Context: an optimization exercise on an open-source flow, tuned for a short achievable clock period and few clock cycles. The choices shown serve that exercise and are no tape-out recipe.
In this exercise RTL edits were held to simulation tests only and were not proved equivalent to the original.
Power figures rest on the tool's default switching activity, not on a simulated workload.

==> flow/design.v <==
package rv_isa_pkg;
    localparam int unsigned NUM_REGS = 32;   
    typedef enum logic [6:0] {
        OPC_LOAD   = 7'b0000011,
        OPC_OP_IMM = 7'b0010011,
        OPC_AUIPC  = 7'b0010111,
        OPC_STORE  = 7'b0100011,
        OPC_OP     = 7'b0110011,
        OPC_LUI    = 7'b0110111,
        OPC_BRANCH = 7'b1100011,
        OPC_JALR   = 7'b1100111,
        OPC_JAL    = 7'b1101111,
        OPC_SYSTEM = 7'b1110011
    } opcode_e;
    typedef logic [2:0] funct3_t;
    localparam funct3_t F3_SR = 3'b101;   
    typedef enum logic [3:0] {
        ALU_ADD  = 4'b0000,
        ALU_SLL  = 4'b0001,
        ALU_SLT  = 4'b0010,
        ALU_SLTU = 4'b0011,
        ALU_XOR  = 4'b0100,
        ALU_SRL  = 4'b0101,
        ALU_OR   = 4'b0110,
        ALU_AND  = 4'b0111,
        ALU_SUB  = 4'b1000,
        ALU_SRA  = 4'b1101
    } alu_op_e;
    typedef enum logic [2:0] {
        BR_EQ  = 3'b000,
        BR_NE  = 3'b001,
        BR_LT  = 3'b100,
        BR_GE  = 3'b101,
        BR_LTU = 3'b110,
        BR_GEU = 3'b111
    } branch_cond_e;
endpackage
package rv_pipe_pkg;
    typedef logic [32-1:0] word_t;
    typedef logic [5-1:0] reg_addr_t;
    typedef enum logic {
        FWD_REG = 1'b0,   
        FWD_WB  = 1'b1    
    } fwd_sel_e;
endpackage
module rv_fetch
#(
    parameter logic [32-1:0] RESET_ADDR = 32'h8000_0000
) (
    input  logic        clk,
    input  logic        rst_n,
    input  logic        instr_ready_i,
    input  logic [31:0] instr_data_i,
    input  logic        x_wr_i,          
    input  logic [4:0]  x_rd_i,
    input  logic        x_mis_i,         
    input  logic [31:2] x_target_i,      
    input  logic        bx_mis_i,        
    input  logic [31:2] bx_target_i,
    output logic [31:0] instr_addr_o,
    output logic        pred_o,          
    output logic [31:2] alt_o,           
    output logic        alt_inc_o,       
    output logic        alt_dec_o,       
    output logic        fold_o,          
    output logic        fold_p1_o,       
    output logic        fold_p2_o,       
    output logic [2:0]  fold_mt_o,       
    output logic [2:0]  fold_mf_o,       
    output logic [31:2] fold_alt_o       
);
    localparam int NE = 8;               
    localparam int IW = 3;               
    logic [31:2]  pc;
    logic [31:2]  pc_inc;
    logic [11:0]  br_lo;
    logic [31:2]  pred_target;
    logic [31:2]  pc_next;
    logic         is_br;
    logic [2:0]   f3;
    assign pc_inc    = pc + 30'd1;
    logic redirect_i;
    assign redirect_i = x_mis_i || bx_mis_i;
    assign is_br = (instr_data_i[6:0] == 7'b1100011);
    assign f3    = instr_data_i[14:12];
    assign br_lo = {1'b0, pc[12:2]} + {1'b0, instr_data_i[31], instr_data_i[7],
                                       instr_data_i[30:25], instr_data_i[11:9]};
    assign pred_o = instr_ready_i && is_br && instr_data_i[31] && (f3[2:1] != 2'b01) &&
                    br_lo[11];
    assign pred_target = {pc[31:13], br_lo[10:0]};
    assign alt_o     = pred_o ? pc_inc : {pc[31:13], br_lo[10:0]};
    assign alt_inc_o = !pred_o && !instr_data_i[31] && br_lo[11];
    assign alt_dec_o = !pred_o && instr_data_i[31] && !br_lo[11];
    logic         c_valid [NE];
    logic [31:5]  c_tag   [NE];          
    logic         c_p1    [NE];
    logic         c_p2    [NE];
    logic [2:0]   c_mt    [NE];
    logic [2:0]   c_mf    [NE];
    logic [31:2]  c_next  [NE];          
    logic [31:2]  c_alt   [NE];          
    logic [NE-1:0] hit_e;
    logic         hit;
    logic [31:2]  c_next_sel;
    logic         prev_ok;               
    logic [31:2]  prev_pc;
    logic         alloc;
    always_comb begin
        fold_p1_o  = 1'b0;
        fold_p2_o  = 1'b0;
        fold_mt_o  = '0;
        fold_mf_o  = '0;
        c_next_sel = '0;
        fold_alt_o = '0;
        for (int e = 0; e < NE; e++) begin
            hit_e[e]   = c_valid[e] && (c_tag[e] == pc[31:5]) && (pc[4:2] == 3'(e));
            fold_p1_o  = fold_p1_o | (hit_e[e] & c_p1[e]);
            fold_p2_o  = fold_p2_o | (hit_e[e] & c_p2[e]);
            fold_mt_o  = fold_mt_o  | ({3{hit_e[e]}} & c_mt[e]);
            fold_mf_o  = fold_mf_o  | ({3{hit_e[e]}} & c_mf[e]);
            c_next_sel = c_next_sel | ({30{hit_e[e]}} & c_next[e]);
            fold_alt_o = fold_alt_o | ({30{hit_e[e]}} & c_alt[e]);
        end
    end
    assign hit    = |hit_e;
    assign fold_o = instr_ready_i && hit && !is_br;
    logic [4:0] rs1, rs2;
    logic       ops_ok, p1, p2;
    assign rs1    = instr_data_i[19:15];
    assign rs2    = instr_data_i[24:20];
    assign p1     = x_wr_i && (rs1 == x_rd_i);
    assign p2     = x_wr_i && (rs2 == x_rd_i);
    assign ops_ok = (p1 || rs1 == 5'd0) && (p2 || rs2 == 5'd0);
    assign alloc  = instr_ready_i && is_br && prev_ok && ops_ok;
    logic         w_en;
    logic [31:2]  w_tag, w_bpc, w_target, w_fall;
    logic [31:2]  w_imm;
    logic         w_p1, w_p2;
    logic [2:0]   w_f3;
    logic         w_pt;
    logic [2:0]   w_mt, w_mf;
    logic [2:0]   cond_t, cond_f;    
    assign w_target = w_bpc + w_imm;
    assign w_fall   = w_bpc + 30'd1;
    assign w_pt     = w_imm[31] && (w_f3[2:1] != 2'b01);
    assign cond_t   = {w_f3 == 3'b110, w_f3 == 3'b100, w_f3 == 3'b000};    
    assign cond_f   = {w_f3 == 3'b111, w_f3 == 3'b101, w_f3 == 3'b001};    
    assign w_mt     = w_pt ? cond_f : cond_t;
    assign w_mf     = w_pt ? cond_t : cond_f;
    always_ff @(posedge clk or negedge rst_n) begin
        if (!rst_n) begin
            for (int e = 0; e < NE; e++) c_valid[e] <= 1'b0;
            prev_ok <= 1'b0;
            w_en    <= 1'b0;
        end else begin
            if (w_en) c_valid[w_tag[IW+1:2]] <= 1'b1;
            prev_ok <= instr_ready_i && !redirect_i && !is_br && !fold_o;
            w_en    <= alloc;
        end
    end
    always_ff @(posedge clk) begin
        prev_pc  <= pc;
        w_tag    <= prev_pc;
        w_p1     <= p1;
        w_p2     <= p2;
        w_bpc    <= pc;
        w_imm    <= {{19{instr_data_i[31]}}, instr_data_i[31], instr_data_i[7],
                     instr_data_i[30:25], instr_data_i[11:9]};
        w_f3     <= f3;
        if (w_en) begin
            c_tag[w_tag[IW+1:2]]    <= w_tag[31:5];
            c_p1[w_tag[IW+1:2]]     <= w_p1;
            c_p2[w_tag[IW+1:2]]     <= w_p2;
            c_mt[w_tag[IW+1:2]]     <= w_mt;
            c_mf[w_tag[IW+1:2]]     <= w_mf;
            c_next[w_tag[IW+1:2]]   <= w_pt ? w_target : w_fall;
            c_alt[w_tag[IW+1:2]]    <= w_pt ? w_fall : w_target;
        end
    end
    logic [31:2] f_next;
    always_comb begin
        if (!rst_n)              f_next = RESET_ADDR[31:2];
        else if (!instr_ready_i) f_next = pc;
        else if (fold_o)         f_next = c_next_sel;
        else if (pred_o)         f_next = pred_target;
        else                     f_next = pc_inc;
    end
    assign pc_next = bx_mis_i ? bx_target_i : (x_mis_i ? x_target_i : f_next);
    always_ff @(posedge clk or negedge rst_n) begin
        if (!rst_n) pc <= RESET_ADDR[31:2];
        else        pc <= pc_next;
    end
    logic [31:2] pc_out;
    always_ff @(posedge clk) begin
        pc_out <= pc_next;
    end
    assign instr_addr_o = {pc_out, 2'b00};
endmodule
module rv_decode
(
    input  logic [31:0] instr_i,
    output logic [4:0]  rs1_addr_o,
    output logic [4:0]  rs2_addr_o,
    input  logic        x_wr_i,
    input  logic [4:0]  x_rd_i,
    input  logic        w_wr_i,
    input  logic [4:0]  w_rd_i,
    output logic        wr_o,            
    output logic [4:0]  rd_o,
    output logic        unsup_o,
    output logic        branch_o,
    output logic [31:2] immb_o,          
    output logic [5:0]  bsel_o,          
    output logic        sub_o,
    output logic [6:0]  rsel_o,          
    output logic        and_o,
    output logic        sra_o,
    output logic        shift_o,
    output logic [2:0]  asrc_o,          
    output logic [3:0]  bsrc_o,          
    output logic [31:0] imm_o
);
    logic [6:0]  opcode;
    logic [2:0]  f3;
    logic [4:0]  rd, rs1, rs2;
    logic        b30;
    logic        is_op, is_opimm, is_lui, is_br, use_rs1, use_rs2;
    logic [31:2] imm_b;
    logic [3:0]  op;
    logic        a1, a2, b1, b2;
    assign opcode = instr_i[6:0];
    assign rd     = instr_i[11:7];
    assign f3     = instr_i[14:12];
    assign rs1    = instr_i[19:15];
    assign rs2    = instr_i[24:20];
    assign b30    = instr_i[30];
    assign rs1_addr_o = rs1;
    assign rs2_addr_o = rs2;
    assign is_op    = (opcode == 7'b0110011);
    assign is_opimm = (opcode == 7'b0010011);
    assign is_lui   = (opcode == 7'b0110111);
    assign is_br    = (opcode == 7'b1100011);
    assign use_rs1  = !is_lui;
    assign use_rs2  = is_op || is_br;
    assign imm_o = is_lui ? {instr_i[31:12], 12'b0} : {{20{instr_i[31]}}, instr_i[31:20]};
    assign imm_b = {{19{instr_i[31]}}, instr_i[31], instr_i[7], instr_i[30:25], instr_i[11:9]};
    always_comb begin
        if (is_op)         op = {b30, f3};
        else if (is_opimm) op = {(f3 == 3'b101) && b30, f3};
        else               op = 4'b0000;
        if (op[3] && op[2:0] != 3'b000 && op[2:0] != 3'b101) op = 4'b0000;
    end
    assign a1 = x_wr_i && (x_rd_i == rs1);
    assign a2 = w_wr_i && (w_rd_i == rs1);
    assign b1 = x_wr_i && (x_rd_i == rs2);
    assign b2 = w_wr_i && (w_rd_i == rs2);
    assign wr_o     = (is_op || is_opimm || is_lui) && (rd != 5'd0);
    assign rd_o     = rd;
    assign unsup_o  = !(is_op || is_opimm || is_lui || is_br);
    assign branch_o = is_br;
    assign immb_o   = imm_b;
    assign bsel_o   = {f3 == 3'b111, f3 == 3'b110, f3 == 3'b101,
                       f3 == 3'b100, f3 == 3'b001, f3 == 3'b000};
    assign sub_o    = (op == 4'b1000);
    assign rsel_o   = {op[2:0] == 3'b110, op[2:0] == 3'b100, op[2:0] == 3'b011,
                       op[2:0] == 3'b010, op[2:0] == 3'b101, op[2:0] == 3'b001,
                       op[2:0] == 3'b000};
    assign and_o    = (op[2:0] == 3'b111);
    assign sra_o    = op[3];
    assign shift_o  = (op[1:0] == 2'b01);
    assign asrc_o   = {use_rs1 && !a1 && a2, use_rs1 && a1, use_rs1 && !a1 && !a2};
    assign bsrc_o   = {!use_rs2, use_rs2 && !b1 && b2, use_rs2 && b1, use_rs2 && !b1 && !b2};
endmodule
module rv_regfile_wb
(
    input  logic        clk,
    input  logic [4:0]  rs1_addr_i,
    input  logic [4:0]  rs2_addr_i,
    output logic [31:0] rs1_data_o,
    output logic [31:0] rs2_data_o,
    input  logic        we_i,
    input  logic [4:0]  wd_addr_i,
    input  logic [31:0] wd_data_i
);
    logic [31:0] regs [0:31];
    assign regs[0] = 32'd0;
    for (genvar r = 1; r < 32; r++) begin : g_reg
        always_ff @(posedge clk) begin
            if (we_i && wd_addr_i == 5'(r)) regs[r] <= wd_data_i;
        end
    end
    assign rs1_data_o = regs[rs1_addr_i];
    assign rs2_data_o = regs[rs2_addr_i];
endmodule
module rv_execute
(
    input  logic        clk,
    input  logic        rst_n,
    input  logic        instr_ready_i,
    input  logic        d_wr_i,
    input  logic [4:0]  d_rd_i,
    input  logic        d_unsup_i,
    input  logic        d_branch_i,
    input  logic        d_pred_i,
    input  logic [31:2] d_alt_i,
    input  logic        d_alt_inc_i,
    input  logic        d_alt_dec_i,
    input  logic [5:0]  d_bsel_i,
    input  logic        d_sub_i,
    input  logic [6:0]  d_rsel_i,
    input  logic        d_and_i,
    input  logic        d_sra_i,
    input  logic        d_shift_i,
    input  logic [2:0]  d_asrc_i,
    input  logic [3:0]  d_bsrc_i,
    input  logic [31:0] d_imm_i,
    input  logic [31:0] rs1_data_i,
    input  logic [31:0] rs2_data_i,
    input  logic        d_fold_i,
    input  logic        d_fp1_i,         
    input  logic        d_fp2_i,
    input  logic [2:0]  d_fmt_i,
    input  logic [2:0]  d_fmf_i,
    input  logic [31:2] d_falt_i,
    output logic        x_wr_o,          
    output logic [4:0]  x_rd_o,
    output logic        x_mis_o,         
    output logic [31:2] x_target_o,
    output logic        bx_mis_o,        
    output logic [31:2] bx_target_o,
    output logic        w_valid_o,
    output logic [4:0]  w_rd_o,
    output logic [31:0] w_data_o,
    output logic        wb_valid_o,
    output logic [4:0]  wb_rd_o,
    output logic [31:0] wb_data_o,
    output logic        error_o
);
    logic        x_valid, x_wr, x_unsup, x_add, x_sub, x_and, x_sra;
    logic [4:0]  x_rd;
    logic [31:2] x_alt;
    logic        x_alt_inc, x_alt_dec;
    logic [31:13] x_alt_hi;
    logic [6:0]  x_rsel;
    logic [31:0] a, b;        
    logic [4:0]  shamt;       
    logic [31:0] r1;          
    logic [31:0] a_next, b_next;
    logic [31:0] sum, dif, sll, sr, res;
    logic        err;
    logic        lt, ltu, eq;
    logic        d_valid, x_mis, redirect;
    logic        xf_p1, xf_p2;
    logic [2:0]  xf_mt, xf_mf, bx_mt, bx_mf;
    logic [31:2] xf_alt, bx_alt;
    logic [31:0] ba, bb, ba_next, bb_next;
    logic        b_eq, b_lt, b_ltu, bx_mis;
    assign d_valid = instr_ready_i && !redirect;
    assign a_next = ({32{d_asrc_i[0]}} & rs1_data_i) | ({32{d_asrc_i[1]}} & res) |
                    ({32{d_asrc_i[2]}} & r1);
    assign b_next = ({32{d_bsrc_i[0]}} & rs2_data_i) | ({32{d_bsrc_i[1]}} & res) |
                    ({32{d_bsrc_i[2]}} & r1) | ({32{d_bsrc_i[3]}} & d_imm_i);
    logic [2:0] mt, mf;   
    always_ff @(posedge clk or negedge rst_n) begin
        if (!rst_n) begin
            x_valid <= 1'b0;
            mt      <= 3'b000;
            mf      <= 3'b000;
            xf_mt   <= 3'b000;
            xf_mf   <= 3'b000;
            bx_mt   <= 3'b000;
            bx_mf   <= 3'b000;
        end else begin
            x_valid <= d_valid;
            for (int c = 0; c < 3; c++) begin
                mt[c] <= d_valid && d_branch_i && (d_pred_i ? d_bsel_i[2*c+1] : d_bsel_i[2*c]);
                mf[c] <= d_valid && d_branch_i && (d_pred_i ? d_bsel_i[2*c] : d_bsel_i[2*c+1]);
            end
            xf_mt <= d_fmt_i & {3{d_valid && d_fold_i}};
            xf_mf <= d_fmf_i & {3{d_valid && d_fold_i}};
            bx_mt <= xf_mt & {3{!bx_mis}};
            bx_mf <= xf_mf & {3{!bx_mis}};
        end
    end
    always_ff @(posedge clk) begin
        x_wr     <= d_wr_i;
        x_rd     <= d_rd_i;
        x_unsup  <= d_unsup_i;
        x_alt    <= d_alt_i;
        x_alt_inc <= d_alt_inc_i;
        x_alt_dec <= d_alt_dec_i;
        x_add    <= d_rsel_i[0] && !d_sub_i;
        x_sub    <= d_rsel_i[0] && d_sub_i;
        x_rsel   <= d_rsel_i;
        x_and    <= d_and_i;
        x_sra    <= d_sra_i;
        a        <= a_next;
        b        <= b_next;
        shamt    <= b_next[4:0] & {5{d_shift_i}};
        xf_p1    <= d_fp1_i;
        xf_p2    <= d_fp2_i;
        xf_alt   <= d_falt_i;
        bx_alt   <= xf_alt;
        ba       <= ba_next;
        bb       <= bb_next;
    end
    assign x_wr_o = x_valid && x_wr;
    assign x_rd_o = x_rd;
    rv_add u_add (.a(a), .b(b), .cin(1'b0), .sum(sum));
    rv_add u_sub (.a(a), .b(~b), .cin(1'b1), .sum(dif));
    assign sll = a << shamt;
    assign sr  = 32'($signed({x_sra & a[31], a}) >>> shamt);
    rv_cmp u_cmp (.a(a), .b(b), .eq(eq), .lt(lt), .ltu(ltu));
    assign res = ({32{x_add}} & sum) |
                 ({32{x_sub}} & dif) |
                 ({32{x_rsel[1]}} & sll) |
                 ({32{x_rsel[2]}} & sr) |
                 {31'd0, x_rsel[3] & lt} |
                 {31'd0, x_rsel[4] & ltu} |
                 ({32{x_rsel[5]}} & (a ^ b)) |
                 ({32{x_rsel[6]}} & (a | b)) |
                 ({32{x_and}} & (a & b));
    assign x_mis = (eq & mt[0]) | (!eq & mf[0]) | (lt & mt[1]) | (!lt & mf[1]) |
                   (ltu & mt[2]) | (!ltu & mf[2]);
    assign ba_next = res & {32{xf_p1}};
    assign bb_next = res & {32{xf_p2}};
    rv_cmp u_bcmp (.a(ba), .b(bb), .eq(b_eq), .lt(b_lt), .ltu(b_ltu));
    assign bx_mis = (b_eq & bx_mt[0]) | (!b_eq & bx_mf[0]) | (b_lt & bx_mt[1]) |
                    (!b_lt & bx_mf[1]) | (b_ltu & bx_mt[2]) | (!b_ltu & bx_mf[2]);
    assign x_mis_o  = x_mis;
    assign bx_mis_o = bx_mis;
    assign redirect = bx_mis || x_mis;
    always_comb begin
        if (x_alt_inc)      x_alt_hi = x_alt[31:13] + 19'd1;
        else if (x_alt_dec) x_alt_hi = x_alt[31:13] - 19'd1;
        else                x_alt_hi = x_alt[31:13];
    end
    assign x_target_o  = {x_alt_hi, x_alt[12:2]};
    assign bx_target_o = bx_alt;
    always_ff @(posedge clk or negedge rst_n) begin
        if (!rst_n) begin
            w_valid_o <= 1'b0;
            err       <= 1'b0;
        end else begin
            w_valid_o <= x_valid && x_wr && !bx_mis;
            if (x_valid && x_unsup && !bx_mis) err <= 1'b1;   
        end
    end
    always_ff @(posedge clk) begin
        r1     <= res;
        w_rd_o <= x_rd;
    end
    always_ff @(posedge clk) begin
        wb_valid_o <= rst_n && x_valid && x_wr && !bx_mis;
        error_o    <= rst_n && (err || (x_valid && x_unsup && !bx_mis));
        wb_rd_o    <= x_wr ? x_rd : 5'd0;
        wb_data_o  <= x_wr ? res : 32'd0;
    end
    assign w_data_o = r1;
endmodule
module rv_add
(
    input  logic [31:0] a,
    input  logic [31:0] b,
    input  logic        cin,
    output logic [31:0] sum
);
    logic [31:0] p0;
    logic [31:0] g [0:5];
    logic [31:0] p [0:5];
    assign p0   = a ^ b;
    assign g[0] = (a & b) | {31'd0, p0[0] & cin};
    assign p[0] = p0;
    for (genvar l = 0; l < 5; l++) begin : g_lvl
        for (genvar i = 0; i < 32; i++) begin : g_bit
            if (i >= (1 << l)) begin : g_comb
                assign g[l+1][i] = g[l][i] | (p[l][i] & g[l][i-(1<<l)]);
                assign p[l+1][i] = p[l][i] & p[l][i-(1<<l)];
            end else begin : g_pass
                assign g[l+1][i] = g[l][i];
                assign p[l+1][i] = p[l][i];
            end
        end
    end
    assign sum = p0 ^ {g[5][30:0], cin};
endmodule
module rv_cmp
(
    input  logic [31:0] a,
    input  logic [31:0] b,
    output logic        eq,
    output logic        lt,
    output logic        ltu
);
    logic [30:0] l [0:5];
    logic [30:0] e [0:5];
    assign l[0] = ~a[30:0] & b[30:0];
    assign e[0] = ~(a[30:0] ^ b[30:0]);
    for (genvar k = 0; k < 5; k++) begin : g_lvl
        for (genvar i = 0; i < 31; i++) begin : g_bit
            if (i >= (1 << k)) begin : g_comb
                assign l[k+1][i] = l[k][i] | (e[k][i] & l[k][i-(1<<k)]);
                assign e[k+1][i] = e[k][i] & e[k][i-(1<<k)];
            end else begin : g_pass
                assign l[k+1][i] = l[k][i];
                assign e[k+1][i] = e[k][i];
            end
        end
    end
    logic e31;
    assign e31 = ~(a[31] ^ b[31]);
    assign eq  = e31 & e[5][30];
    assign ltu = (~a[31] & b[31]) | (e31 & l[5][30]);
    assign lt  = (a[31] & ~b[31]) | (e31 & l[5][30]);
endmodule
module rv_core_top
#(
    parameter logic [32-1:0] RESET_ADDR = 32'h8000_0000
) (
    input  logic      clk,
    input  logic      rst_n,
    input  logic      instr_ready_i,
    input  rv_pipe_pkg::word_t     instr_data_i,
    output rv_pipe_pkg::word_t     instr_addr_o,
    output logic      wb_valid_o,
    output rv_pipe_pkg::reg_addr_t wb_rd_o,
    output rv_pipe_pkg::word_t     wb_data_o,
    output logic      error_o
);
    logic        x_mis, bx_mis;
    logic [31:2] x_target, bx_target;
    logic        pred, d_alt_inc, d_alt_dec;
    logic [4:0]  rs1_addr, rs2_addr;
    logic [31:0] rs1_data, rs2_data;
    logic        x_wr;
    logic [4:0]  x_rd;
    logic        d_wr, d_unsup, d_branch, d_sub, d_and, d_sra, d_shift;
    logic [4:0]  d_rd;
    logic [31:2] d_immb, d_alt;
    logic [5:0]  d_bsel;
    logic [6:0]  d_rsel;
    logic [2:0]  d_asrc;
    logic [3:0]  d_bsrc;
    logic [31:0] d_imm;
    logic [31:0] w_data;
    logic        w_valid;
    logic [4:0]  w_rd;
    logic        fold;
    logic        fold_p1, fold_p2;
    logic [2:0]  fold_mt, fold_mf;
    logic [31:2] fold_alt;
    rv_fetch #(.RESET_ADDR(RESET_ADDR)) u_fetch (
        .clk(clk), .rst_n(rst_n), .instr_ready_i(instr_ready_i), .instr_data_i(instr_data_i),
        .x_wr_i(x_wr), .x_rd_i(x_rd),
        .x_mis_i(x_mis), .x_target_i(x_target), .bx_mis_i(bx_mis), .bx_target_i(bx_target),
        .instr_addr_o(instr_addr_o),
        .pred_o(pred), .alt_o(d_alt), .alt_inc_o(d_alt_inc), .alt_dec_o(d_alt_dec),
        .fold_o(fold), .fold_p1_o(fold_p1), .fold_p2_o(fold_p2),
        .fold_mt_o(fold_mt), .fold_mf_o(fold_mf), .fold_alt_o(fold_alt)
    );
    rv_decode u_decode (
        .instr_i(instr_data_i),
        .rs1_addr_o(rs1_addr), .rs2_addr_o(rs2_addr),
        .x_wr_i(x_wr), .x_rd_i(x_rd), .w_wr_i(w_valid), .w_rd_i(w_rd),
        .wr_o(d_wr), .rd_o(d_rd), .unsup_o(d_unsup), .branch_o(d_branch), .immb_o(d_immb),
        .bsel_o(d_bsel), .sub_o(d_sub), .rsel_o(d_rsel), .and_o(d_and), .sra_o(d_sra),
        .shift_o(d_shift), .asrc_o(d_asrc), .bsrc_o(d_bsrc), .imm_o(d_imm)
    );
    rv_regfile_wb u_regfile (
        .clk(clk), .rs1_addr_i(rs1_addr), .rs2_addr_i(rs2_addr),
        .rs1_data_o(rs1_data), .rs2_data_o(rs2_data),
        .we_i(w_valid), .wd_addr_i(w_rd), .wd_data_i(w_data)
    );
    rv_execute u_execute (
        .clk(clk), .rst_n(rst_n), .instr_ready_i(instr_ready_i),
        .d_wr_i(d_wr), .d_rd_i(d_rd), .d_unsup_i(d_unsup), .d_branch_i(d_branch),
        .d_pred_i(pred), .d_alt_i(d_alt), .d_alt_inc_i(d_alt_inc), .d_alt_dec_i(d_alt_dec), .d_bsel_i(d_bsel), .d_sub_i(d_sub),
        .d_rsel_i(d_rsel), .d_and_i(d_and), .d_sra_i(d_sra), .d_shift_i(d_shift),
        .d_asrc_i(d_asrc), .d_bsrc_i(d_bsrc), .d_imm_i(d_imm),
        .rs1_data_i(rs1_data), .rs2_data_i(rs2_data),
        .d_fold_i(fold), .d_fp1_i(fold_p1), .d_fp2_i(fold_p2),
        .d_fmt_i(fold_mt), .d_fmf_i(fold_mf), .d_falt_i(fold_alt),
        .x_wr_o(x_wr), .x_rd_o(x_rd), .x_mis_o(x_mis), .x_target_o(x_target), .bx_mis_o(bx_mis), .bx_target_o(bx_target),
        .w_valid_o(w_valid), .w_rd_o(w_rd), .w_data_o(w_data),
        .wb_valid_o(wb_valid_o), .wb_rd_o(wb_rd_o), .wb_data_o(wb_data_o),
        .error_o(error_o)
    );
endmodule
==> flow/run.sh <==
#!/bin/bash
# synth_recipe.tcl (not shown) runs the flow's synth.tcl, then flattens the netlist and writes it again
# the make line also repeats each setting of config.mk as NAME=value (left out here)
make -C /OpenROAD-flow-scripts/flow DESIGN_CONFIG=/design/flow/config.mk WORK_HOME=/design/flow/orfs CLKGATE_MAP_FILE= SYNTH_SCRIPT=/design/flow/synth_recipe.tcl finish
==> flow/config.mk <==
export PLATFORM = sky130hd
export DESIGN_NAME = rv_core_top
export DESIGN_NICKNAME = rv_core_top
export VERILOG_FILES = /design/flow/design.v
export SDC_FILE = /design/flow/constraint.sdc
export NUM_CORES = 4
export LEC_CHECK = 0
export CAP_MARGIN = 20
export CORE_MARGIN = 2
export CORE_UTILIZATION = 35
export PLACE_DENSITY = 0.55
export SETUP_SLACK_MARGIN = 3.7
export SLEW_MARGIN = 20
==> flow/constraint.sdc <==
create_clock -name core_clock -period 6.5 [get_ports {clk}]
set_input_delay 1.3000 -clock core_clock [delete_from_list [all_inputs] [get_ports {clk}]]
set_output_delay 1.3000 -clock core_clock [all_outputs]
set_load 0.01 [all_outputs]
==> results.py, run 1 <==
metrics = {
    "worst_setup_path": {
        "crit_family": "simple AND/OR/NAND/NOR gates",
        "crit_arrival_ps": 4710,
        "worst-path-buf-inv": 6,
        "crit_path_frequent_cell": "buf_4",
        "path_cells": "inv_1, ha_4, nor4_4, nand4_1, buf_6, buf_4, nor3_4, o311ai_2, buf_4, nand4b_1, mux2i_2, buf_4, buf_6, nand3_4, or4_4, a21oi_2",
        "cp_max_fo": 14,
        "crit_required_ps": 7310,
        "cp-end-kind": "flip-flop",
        "worstSetupStartpointType": "flip-flop",
        "slowest_delay_ps": 590,
        "crit_type": "flip-flop to flip-flop",
        "critPathSlowestCell": "or4_4",
    },
    "final_layout": {
        "drive_gt1_share_pct": 28.8,
        "syn_to_final_growth_pct": 28.3,
        "fin_area_um2": 127000,
        "final_util_pct": 45.1,
        "fin_nets": 8788,
        "instances_no_fill": 12500,
        "final_cell_mix": "edfxtp_1, a22oi_1, buf_4",
        "layout_commonest_cell": "edfxtp_1",
    },
    "timing": {
        "post-route-min-period_ps": 3900,
        "hold_viol": 0,
        "worst_slew_pin_slew_ps": 1210,
        "period_share_pct": 60.0,
        "setup-violations-final": 0,
        "maxSlewViolCount": 0,
        "rsz0062_at_grt": "true",
        "finalClockSkew_ps": 130,
        "setup_tns_ps": 0,
        "timing.fmax_ghz": 0.256,
        "max_slew_margin_pct": 18.9,
    },
    "synthesis": {
        "ys_ff_latch": 2235,
        "synthCells": 7720,
        "synth-warning-count": 12,
        "synthArstFlopShare_pct": 2.73,
        "synth_edf_count": 1752,
        "ys.flop_type": "edfxtp_1",
        "seq_area_frac_synth_pct": 63.2,
        "netlist_area_um2": 99100,
        "synth_area_per_cell_um2": 12.8,
        "synthDistinctLibCells": 97,
    },
    "power_and_ir_drop": {
        "cellPowerDensity_nw_per_um2": 283,
        "peakVddDrop_mv": 0.227,
        "p_leak_nw": 44.5,
    },
    "grt": {
        "antenna_found_initial": 33,
        "grt_util_met2_pct": 45.2,
        "grt_remaining_overflow": 0,
        "grt_max_degree": 79,
        "grt_pass1_vias": 76700,
        "met1_usage_pct": 41.9,
        "track_usage_pct": 31.6,
        "grt_pass1_wl_mm": 635,
        "grt_busiest_layer": "met2",
        "grtUsageMet3_pct": 11.6,
    },
    "floorplan": {
        "dieArea_um2": 287000,
        "coreArea_um2": 282000,
        "pin_count": 106,
        "start_util_pct": 35.1,
        "die_h_um": 536,
        "rows": 195,
        "die_w_um": 536,
    },
    "place": {
        "placed_area_um2": 107000,
        "portBuffers": 103,
        "dp_hpwl_mm": 284,
        "dp.cells": 11400,
        "place_congestion": 0.984,
    },
    "clock_network": {
        "clockBufferDepth": 4,
        "cts_made_buffers": 240,
        "htreeDepth": 4,
        "clock-root-buffer": "clkbuf_16",
        "cts_sinks": 2235,
        "cts_tree": "yes",
        "clkTransAtPathRegs_ps": 70,
        "clk_latency_ps": 950,
    },
    "run": {
        "drv_cap": 0,
    },
    "detailed_routing": {
        "vias_per_cell": 6.58,
        "ant_nets": 0,
        "firstDrtPassIters": 11,
        "drcViolationCount": 0,
        "drtIter0Drc": 15900,
        "wirelength_mm": 475,
        "vias": 82200,
        "post_drt_wl_per_cell_um": 38.0,
    },
    "run_status": {
        "status": "finished clean",
    },
    "hold_path": {
        "hp-class": "flip-flop to flip-flop",
    },
}
==> where the power goes <==
part / switching [mW] / internal, mW / leakage [nW]
combinational: 3.20 / 1.89 / 20.4
clock: 5.94 / 8.16 / 3.89
sequential: 0.512 / 16.2 / 20.2
==> what timing repair did <==
item,CTS,global route
pin swaps,286,178
cloned,16,6
gates resized for setup,1575,361
hold buffers,0,0
setup endpoints to repair,921,800
setup buffers,484,113
==> sequential cells by signal, summed over array words and instances, names as in the netlist, 32 cells and up <==
name	cells
u_execute.b	32
u_fetch.c_next	240
u_regfile.regs	992
u_execute.a	32
u_fetch.c_tag	216
u_execute.bb	32
u_execute.r1	32
u_fetch.c_alt	240
u_execute.ba	32
u_execute.wb_data_o	32
==> worst register-to-register path, cell delays in order (launching register included) <==
cell and delay (ps):
dfxtp_2 450, inv_1 130, ha_4 310, nor4_4 370
nand4_1 180, buf_6 180, buf_4 140, nor3_4 170
o311ai_2 130, buf_4 180, nand4b_1 160, mux2i_2 320
buf_4 180, buf_6 110, nand3_4 140, or4_4 590
a21oi_2 150
==> Yosys cell counts (all sizes together) (110+ instances only) <==
cell type  count  area share [%]
a21oi        248             1.3
a221oi       220             2.0
a22o         207             1.8
a22oi        773             5.9
buf          137            0.67
clkbuf       352             1.3
dfxtp        422             8.5
edfxtp      1752              53
ha           220             2.8
inv          196            0.74
nand2        521             2.0
nand3        238             1.2
nand4        128            0.81
nor2         365             1.4
nor3         148            0.76
nor4         110            0.72
o21ai        181            0.91
xnor2        190             1.7
xor2         167             1.5
==> logic make-up (layout without fill, tap and decap cells) <==
family / after synthesis / after routing / synth area share, %
adders and majority gates: 224 / 224 / 2.86
other: 1 / 22 / 0.00378
AOI/OAI and AO/OA: 2155 / 2156 / 16.2
and+or+nand+nor: 1900 / 1906 / 9.51
xor gates and xnor gates: 357 / 357 / 3.16
muxes: 160 / 160 / 2.32
buffers and inverters: 688 / 1686 / 2.76
DFF: 2235 / 2235 / 63.2
==> final cells by class <==
type | count | area (um2)
Fill cell | 25200 | 155000
Sequential cell | 2235 | 63000
Multi-Input combinational cell | 4805 | 40100
Timing Repair Buffer | 1048 | 10600
Clock buffer | 309 | 6540
Tap cell | 3743 | 4680
Clock inverter | 130 | 1430
Inverter | 199 | 813
Antenna cell | 20 | 50.0
==> metrics by stage <==
stage          setup WS (ps)  power [mW]  hold WS, ps
3_3_place_gp            1020        20.3          313
3_5_place_dp            1010        20.3          312
5_1_grt                 2520        36.7          328
6_report                2600        35.9          321
4_1_cts                 2740        35.4          321
2_1_floorplan           2810        18.4          310
==> worst paths after layout <==
path | from | end | depth (start not counted) | slack, ps
setup reg to reg | u_execute.a[29] | u_fetch.pc[21] | 16 | 2600
min in group asynchronous | rst_n | u_fetch.pc[26] | 1 | 390
hold / removal | u_execute.xf_alt[11] | u_execute.bx_alt[11] | 0 | 320
setup / recovery | u_execute.a[29] | u_fetch.pc[21] | 16 | 2600
hold reg to reg | u_execute.xf_alt[11] | u_execute.bx_alt[11] | 0 | 320
max in group asynchronous | rst_n | u_fetch.pc[16] | 2 | 5000
==> metal layers <==
| layer | routed length (um) | share of wire, % |
|---|---|---|
| met3 | 69800 | 15 |
| met2 | 195000 | 41 |
| met1 | 179000 | 38 |
| met4 | 30000 | 6.3 |
| met5 | 374 | 0.079 |
Testbench counts, summed over its fixed seeds: cycles 18,954.
==> run 2: changes to the inputs <==
--- a/flow/config.mk
+++ b/flow/config.mk
@@ -8,6 +8,5 @@
 export CAP_MARGIN = 20
 export CORE_MARGIN = 2
-export CORE_UTILIZATION = 35
-export PLACE_DENSITY = 0.55
-export SETUP_SLACK_MARGIN = 3.7
+export CORE_UTILIZATION = 40
+export SETUP_SLACK_MARGIN = 5
 export SLEW_MARGIN = 20
==> run 2 against run 1 <==
Clock power shrank 3%. Non-clock buffer count grew 585. Die area shrank 12%. Critical endpoint is now u_fetch.pc[11]. Largest cell class unchanged. Largest power group unchanged. Routed wire length grew 14%. Hold slack lost 22 ps. Register-to-register slack gained 220 ps. Sequential cell count is the same. Combinational power grew 4.1%. Design area grew 9.8%.
==> results.py, run 2 <==
metrics = {
    "grt": {
        "grt_pass1_wl_mm": 699,
        "grt_pass1_vias": 81900,
        "track_usage_pct": 40.6,
        "grt_remaining_overflow": 0,
        "grt_max_degree": 59,
        "antenna_found_initial": 39,
    },
    "clock_network": {
        "cts_tree": "yes",
        "htreeDepth": 4,
        "clock-root-buffer": "clkbuf_16",
        "clockBufferDepth": 3,
        "ctsHoldBuffers": 0,
        "clkTransAtPathRegs_ps": 70,
        "cts_sinks": 2235,
        "cts_made_buffers": 228,
        "clk_latency_ps": 950,
    },
    "synthesis": {
        "synthTopCellsByCount": "edfxtp_1, a22oi_1, nand2_1",
        "yosys-top-cells-area": "edfxtp_1, dfxtp_1, a22oi_1",
        "synth_edf_count": 1752,
        "synth_area_per_cell_um2": 12.8,
        "ys_ff_latch": 2235,
        "synthCells": 7720,
        "synth_mux_area_share_pct": 2.32,
        "synth_top_family_by_area": "compound AO/OA/AOI/OAI gates",
        "synthDistinctLibCells": 97,
        "synth.top_cell.area_share_pct": 53.1,
        "yosys.area_share.simple_pct": 9.51,
        "synth-warning-count": 12,
        "yosysMostFrequentCell": "edfxtp_1",
        "synth_xor_area_share_pct": 3.16,
        "synth_compound_area_share_pct": 16.2,
        "netlist_area_um2": 99100,
        "synthArstFlopShare_pct": 2.73,
        "seq_area_frac_synth_pct": 63.2,
        "ys.flop_type": "edfxtp_1",
        "yosysTopAreaCell": "edfxtp_1",
        "synthAdderAreaFrac_pct": 2.86,
    },
    "timing": {
        "hold_viol": 0,
        "maxSlewViolCount": 0,
        "setup_tns_ps": 0,
        "period_share_pct": 56.7,
        "max_slew_margin_pct": 14.4,
        "setup-violations-final": 0,
        "worst_slew_pin_slew_ps": 1270,
        "timing.fmax_ghz": 0.271,
        "post-route-min-period_ps": 3680,
        "finalClockSkew_ps": 103,
        "rsz0062_at_grt": "true",
    },
    "power_and_ir_drop": {
        "peakVddDrop_mv": 0.319,
        "cellPowerDensity_nw_per_um2": 256,
        "p_leak_nw": 49.9,
        "p_total_mw": 35.7,
    },
    "worst_setup_path": {
        "crit_arrival_ps": 4460,
        "cp-end-kind": "flip-flop",
        "crit_type": "flip-flop to flip-flop",
        "worstSetupStartpointType": "flip-flop",
        "crit_required_ps": 7280,
        "cp_max_fo": 7,
    },
    "detailed_routing": {
        "drtIter0Drc": 20300,
        "vias_per_cell": 7.18,
        "firstDrtPassIters": 17,
        "post_drt_wl_per_cell_um": 42.9,
        "vias": 90800,
        "wirelength_mm": 543,
        "drcViolationCount": 0,
        "ant_nets": 0,
    },
    "floorplan": {
        "start_util_pct": 40.3,
        "pin_count": 106,
        "die_h_um": 502,
        "rows": 182,
        "coreArea_um2": 246000,
        "die_w_um": 502,
        "dieArea_um2": 252000,
    },
    "hold_path": {
        "hp-class": "flip-flop to flip-flop",
    },
    "final_layout": {
        "fin_nets": 9366,
        "nFillCells": 18700,
        "layout_commonest_cell": "edfxtp_1",
        "final_cell_mix": "edfxtp_1, a22oi_1, buf_4",
        "multi_input_area_um2": 41900,
        "seq_area_um2": 63100,
        "largest_reg_flops": 992,
        "largest_register": "u_regfile.regs",
        "syn_to_final_growth_pct": 40.9,
        "drive_gt1_share_pct": 36.6,
    },
    "run": {
        "drv_cap": 0,
    },
    "run_status": {
        "status": "finished clean",
    },
    "place": {
        "portBuffers": 103,
        "place_congestion": 1.04,
        "dp_hpwl_mm": 287,
    },
}
==> run 2: power by group <==
group	internal [mW]	switching [mW]	total (mW)	leakage [nW]
logic	1.97	3.33	5.30	25.9
registers	16.2	0.472	16.7	20.2
clock network	7.62	6.09	13.7	3.78
total	25.8	9.89	35.7	49.9
==> run 2: area by class of cell <==
| cell class | instances | share of cell area [%] |
|---|---|---|
| Timing Repair inverter | 1 | 0.00538 |
| Clock inverter | 141 | 1.05 |
| Multi-Input combinational cell | 4809 | 30.0 |
| Sequential cell | 2235 | 45.2 |
| Inverter | 199 | 0.590 |
| Antenna cell | 34 | 0.0609 |
| Clock buffer | 289 | 4.52 |
| Tap cell | 3312 | 2.97 |
| Timing Repair Buffer | 1633 | 15.7 |
==> run 2: final timing paths <==
check | startpoint | to | slack, ps | cells past startpoint
min reg2reg | u_execute.xf_alt[10] | u_execute.bx_alt[10] | 300 | 0
max reg2reg | u_fetch.pc[30] | u_fetch.pc[11] | 2820 | 12
max in group asynchronous | rst_n | u_fetch.pc[6] | 5010 | 2
min | u_execute.xf_alt[10] | u_execute.bx_alt[10] | 300 | 0
min in group asynchronous | rst_n | u_fetch.pc[4] | 440 | 1
max | u_fetch.pc[30] | u_fetch.pc[11] | 2820 | 12
==> run 2: routing by layer <==
metal	share of wire, %	track usage (%)	vias to the layer above
met2	39	55.2	9761
met5	0.33	3.14	-
li1	-	-	33400
met3	17	19.9	3183
met1	33	49.8	44400
met4	10	27.7	77
==> run 2: per-stage QoR <==
| step | area (um2) | util [%] | worst slack (ps) | hold slack [ps] | instances |
|---|---|---|---|---|---|
| 2_1_floorplan | 99400 | - | 2810 | 310 | 7721 |
| 3_3_place_gp | 106000 | 43.1 | 538 | 312 | 11000 |
| 3_5_place_dp | 106000 | 43.2 | 504 | 312 | 11000 |
| 4_1_cts | 134000 | 54.5 | 3060 | 304 | 12400 |
| 5_1_grt | 140000 | 56.7 | 2880 | 318 | 12600 |
| 6_report | 140000 | 56.7 | 2820 | 298 | 12700 |
==> run 2: cell families (layout without fill, tap and decap cells) <==
logic type,count (synthesis),in the layout
buffers and inverters,688,2263
AOI/OAI and AO/OA,2155,2156
DFF,2235,2235
xor gates and xnor gates,357,357
adders and majority gates,224,224
other,1,36
and+or+nand+nor,1900,1910
muxes,160,160
==> run 2: what timing repair did <==
| item | CTS | global route |
|---|---|---|
| pin swaps | 485 | 341 |
| resized for setup | 2583 | 540 |
| setup endpoints to repair | 2812 | 2566 |
| buffers inserted | 762 | 195 |
| hold endpoints to repair | 0 | 0 |
| gates cloned | 173 | 58 |
==> run 2: worst max-delay path: stages, from the launching register on <==
cell and delay (ps):
dfrtp_4 590, buf_12 180, xnor2_1 120, nand4_1 430, nor3_4 300, buf_6 170, and3_4 270, nor4_4 70
a211oi_2 300, buf_4 310, nand4_1 310, a31oi_1 290, o211ai_1 170

separate check: timing with driven ports:
No port has a modelled driver above. Below, the same layouts with a new extraction and two added sets of constraints. Step 1 (the two cells are an assumption about what drives the block):
set clk [get_ports {clk}]
set_driving_cell -lib_cell sky130_fd_sc_hd__clkbuf_16 $clk
set_driving_cell -lib_cell sky130_fd_sc_hd__buf_2 [delete_from_list [all_inputs] $clk]
Step 2 also shifts input and output timing later by t, the mid clock arrival at the registers, as if the neighbouring blocks saw the same clock. a / b / c = no drivers / after step 1 / after step 2; a / b = the first two.
run | shift t [ns] | setup slack, ns | worst register clock-pin slew, ns
run 1 | 0.993 | 2.599 / 2.599 / 2.106 | 0.08 / 0.08
run 2 | 0.998 | 2.816 / 2.816 / 2.170 | 0.07 / 0.07
After both steps every run listed still meets setup and hold. The setup slack of run 2, which loses most, moves by 0.000 ns with the drivers and by -0.646 ns with both steps.
